Source: an optimization exercise on an open RTL-to-GDS flow (aim: small area, a short achievable clock period and few clock cycles). Production flows keep margins and buffers that such runs may drop.
At most, simulation tests tie the RTL to the original design; equivalence was not proved.
Power figures rest on the tool's default switching activity, not on a simulated workload.

== job 892 ==
// multicycle_core
module multicycle_core #(
  parameter int DATA_W     = 32,
  parameter int IMEM_DEPTH = 16,
  parameter int DMEM_DEPTH = 16,
  parameter int MAX_INSTR  = 256
) (
  input  logic                          clk,
  input  logic                          rst,
  input  logic                          start,
  output logic                          busy,
  output logic                          done,
  output logic                          err,
  input  logic                          imem_we,
  input  logic [$clog2(IMEM_DEPTH)-1:0] imem_addr,
  input  logic [33:0]                   imem_wdata,
  output logic [$clog2(IMEM_DEPTH)-1:0] pc,
  input  logic [4:0]                    probe_reg_addr,
  output logic [DATA_W-1:0]             probe_reg_data,
  input  logic [$clog2(DMEM_DEPTH)-1:0] probe_dm_addr,
  output logic [DATA_W-1:0]             probe_dm_data
);
  localparam int c_IMEM_AW = $clog2(IMEM_DEPTH);
  localparam int c_DMEM_AW = $clog2(DMEM_DEPTH);
  localparam int c_CNT_W   = $clog2(MAX_INSTR + 1);
  logic                  r_busy;
  logic                  r_done;
  logic                  r_err;
  logic [c_IMEM_AW-1:0]  r_pc;      
  logic [c_CNT_W-1:0]    r_cnt;     
  logic [33:0]           r_ir;      
  logic                  r_go;      
  logic                  r_halt;    
  logic                  r_e_go;
  logic                  r_e_wen;       
  logic                  r_e_mem_write;
  logic                  r_e_load;      
  logic [2:0]            r_e_alu_ctl;
  logic [4:0]            r_e_dest;
  logic [DATA_W-1:0]     r_e_a;
  logic [DATA_W-1:0]     r_e_b;         
  logic [DATA_W-1:0]     r_e_st;        
  logic [c_DMEM_AW-1:0]  r_e_dm_addr;   
  logic [33:0]           r_imem [IMEM_DEPTH];
  logic [DATA_W-1:0]     r_rf   [1:31];
  logic [31:1]           r_rf_v;
  ...
Size: about 5300 cells after synthesis, ~2300 flip-flops, about 90000 µm² of cells after synthesis.
clock: 12.0 ns
lec_check: 0
abc_clock_period_in_ps: 5000
cap_margin: 20
cell_pad_in_sites_global_placement: 2
core_margin: 2
core_utilization: 50
cts_buf_list: sky130_fd_sc_hd__clkbuf_16
cts_cluster_diameter: 80
cts_cluster_size: 20
place_density: 0.65
slew_margin: 20
synth_hierarchical: 1
synth_minimum_keep_size: 0
standard.sh (not shown) runs the stock make flow with config.mk's settings and CLKGATE_MAP_FILE= SYNTH_SCRIPT=/design/flow/synth_recipe.tcl, a recipe that flattens the netlist after the stock synthesis.
==> flow/flow/run.sh <==
#!/bin/bash
set -euo pipefail
MARGIN=${MARGIN:-6.5}
bash standard.sh SETUP_SLACK_MARGIN=$MARGIN MATCH_CELL_FOOTPRINT=0 finish > standard.log 2>&1
Job 892 closes out successfully: all stages finished, all timing, DRC and antenna checks passed.
Testbench counts of job 892, summed over its fixed seeds: cycles 31,375.
What job 1041 does differently from job 892 at the input level:
Settings: CTS_BUF_LIST removed (was sky130_fd_sc_hd__clkbuf_16); CTS_CLUSTER_DIAMETER removed (was 80); PLACE_DENSITY changed from 0.65 to 0.6; SETUP_SLACK_MARGIN newly set to 5; CTS_CLUSTER_SIZE removed (was 20); CORE_UTILIZATION changed from 50 to 45.
==> flow/run.sh (new file) <==
#!/bin/bash
# synth_recipe.tcl (not shown) runs the flow's synth.tcl, then flattens the netlist and writes it again
# the make line also repeats each setting of config.mk as NAME=value (left out here)
make -C /OpenROAD-flow-scripts/flow DESIGN_CONFIG=/design/flow/config.mk WORK_HOME=/design/flow/orfs CLKGATE_MAP_FILE= SYNTH_SCRIPT=/design/flow/synth_recipe.tcl finish
removed: flow/flow/run.sh
removed: flow/standard.sh
==> comparison <==
- Job 1041 has final cell utilization of the core below what job 892 had.
- Row via count: job 1041 lower / job 892 higher
- Portion of total power attributed to the clock network: job 892 and job 1041 compared, lower one is job 892

* * *

Setup of 01-25:
multicycle_core, a different RTL version from the one above (not shown whole).
Size: ~5400 cells after synthesis, roughly 2200 flip-flops, ~120 I/O pins, about 88000 um^2 of cells after synthesis.
==> flow/config.mk <==
export PLATFORM = sky130hd
export DESIGN_NAME = multicycle_core
export DESIGN_NICKNAME = multicycle_core
export VERILOG_FILES = /design/flow/design.v
export SDC_FILE = /design/flow/constraint.sdc
export NUM_CORES = 4
export LEC_CHECK = 0
export ABC_CLOCK_PERIOD_IN_PS = 5000
export CAP_MARGIN = 20
export CELL_PAD_IN_SITES_GLOBAL_PLACEMENT = 2
export CORE_MARGIN = 2
export CORE_UTILIZATION = 50
export CTS_BUF_LIST = sky130_fd_sc_hd__clkbuf_16
export CTS_CLUSTER_DIAMETER = 80
export CTS_CLUSTER_SIZE = 20
export PLACE_DENSITY = 0.65
export SETUP_SLACK_MARGIN = 5
export SLEW_MARGIN = 20
export SYNTH_HIERARCHICAL = 1
export SYNTH_MINIMUM_KEEP_SIZE = 0
==> flow/constraint.sdc <==
create_clock -name core_clock -period 12.0 [get_ports {clk}]
set_input_delay 2.4000 -clock core_clock [delete_from_list [all_inputs] [get_ports {clk}]]
set_output_delay 2.4000 -clock core_clock [all_outputs]
set_load 0.01 [all_outputs]
run.sh (not shown) runs the stock make flow with config.mk's settings and CLKGATE_MAP_FILE= SYNTH_SCRIPT=/design/flow/synth_recipe.tcl, a recipe that flattens the netlist after the stock synthesis.
Stock flow here: none of the scripts above is used.
Setup changes, 01-25 to 03-09
Settings: SETUP_SLACK_MARGIN: 5 -> unset.
==> flow/flow/run.sh (new file) <==
#!/bin/bash
set -euo pipefail
MARGIN=${MARGIN:-6.8}
bash standard.sh SETUP_SLACK_MARGIN=$MARGIN MATCH_CELL_FOOTPRINT=0 finish > standard.log 2>&1
==> flow/standard.sh (new file) <==
#!/bin/bash
# synth_recipe.tcl (not shown) runs the flow's synth.tcl, then flattens the netlist and writes it again
# the make line also repeats each setting of config.mk as NAME=value (left out here)
make -C /OpenROAD-flow-scripts/flow DESIGN_CONFIG=/design/flow/config.mk WORK_HOME=/design/flow/orfs CLKGATE_MAP_FILE= SYNTH_SCRIPT=/design/flow/synth_recipe.tcl "${@:-finish}"
removed: flow/run.sh
Findings:
Note that the global-route wire length before repair recorded for 03-09 amounts to 1.08 times the value seen in 01-25.
Combinational power share in 03-09 is 5.6 points above 01-25.
Delta (03-09 minus 01-25): initial standard-cell utilization of the core held steady; post-cts gate resize count grew by about 65%.
When 03-09 is set beside 01-25, its relative area change from synthesis to final layout turns out to be 6.0 points larger.
03-09 vs. 01-25: core utilization moved up, largest vdd supply drop fell by 15%, count of clock-buffer cells in the layout climbed 3.
Sort 03-09 and 01-25 by pin count of the biggest net entering global routing, ascending, and 03-09 comes first.
Diff 01-25 -> 03-09: area occupied by multi-input gates now larger, cell area now larger.
No run of this note included a check of the RTL's function; only the layout flow was run.

-- port drivers added, routing unchanged --
No port has a modelled driver above. Below, the same layouts with a new extraction and two added sets of constraints. Step 1 assumes that a clkbuf_16 drives the clock port and a buf_2 every other input. Step 2, shift: input delay + t, output delay - t, t = (earliest + latest rising clock arrival at the registers) / 2. This alone moves slack from input paths to output paths. Three values: ideal, step 1, step 2; two values: the first two.
| run | t (ns) | setup WS [ns] | hold WS [ns] | worst setup path after step 2 |
|---|---|---|---|---|
| job 892 | 0.913 | 5.146 / 5.106 / 4.280 | 0.449 / 0.449 / 0.449 | input to register |
| job 1041 | 0.948 | 4.930 / 4.988 / 4.040 | 0.386 / 0.386 / 0.386 | input to register |
| 01-25 | 0.897 | 5.019 / 4.978 / 5.000 | 0.342 / 0.342 / 0.342 | input to output |
| 03-09 | 0.909 | 4.979 / 4.940 / 4.044 | 0.346 / 0.346 / 0.346 | input to register |
After both steps every run listed still meets setup and hold. For 03-09, which loses most, drivers alone change the setup slack by -0.039 ns; drivers and shift together by -0.935 ns.
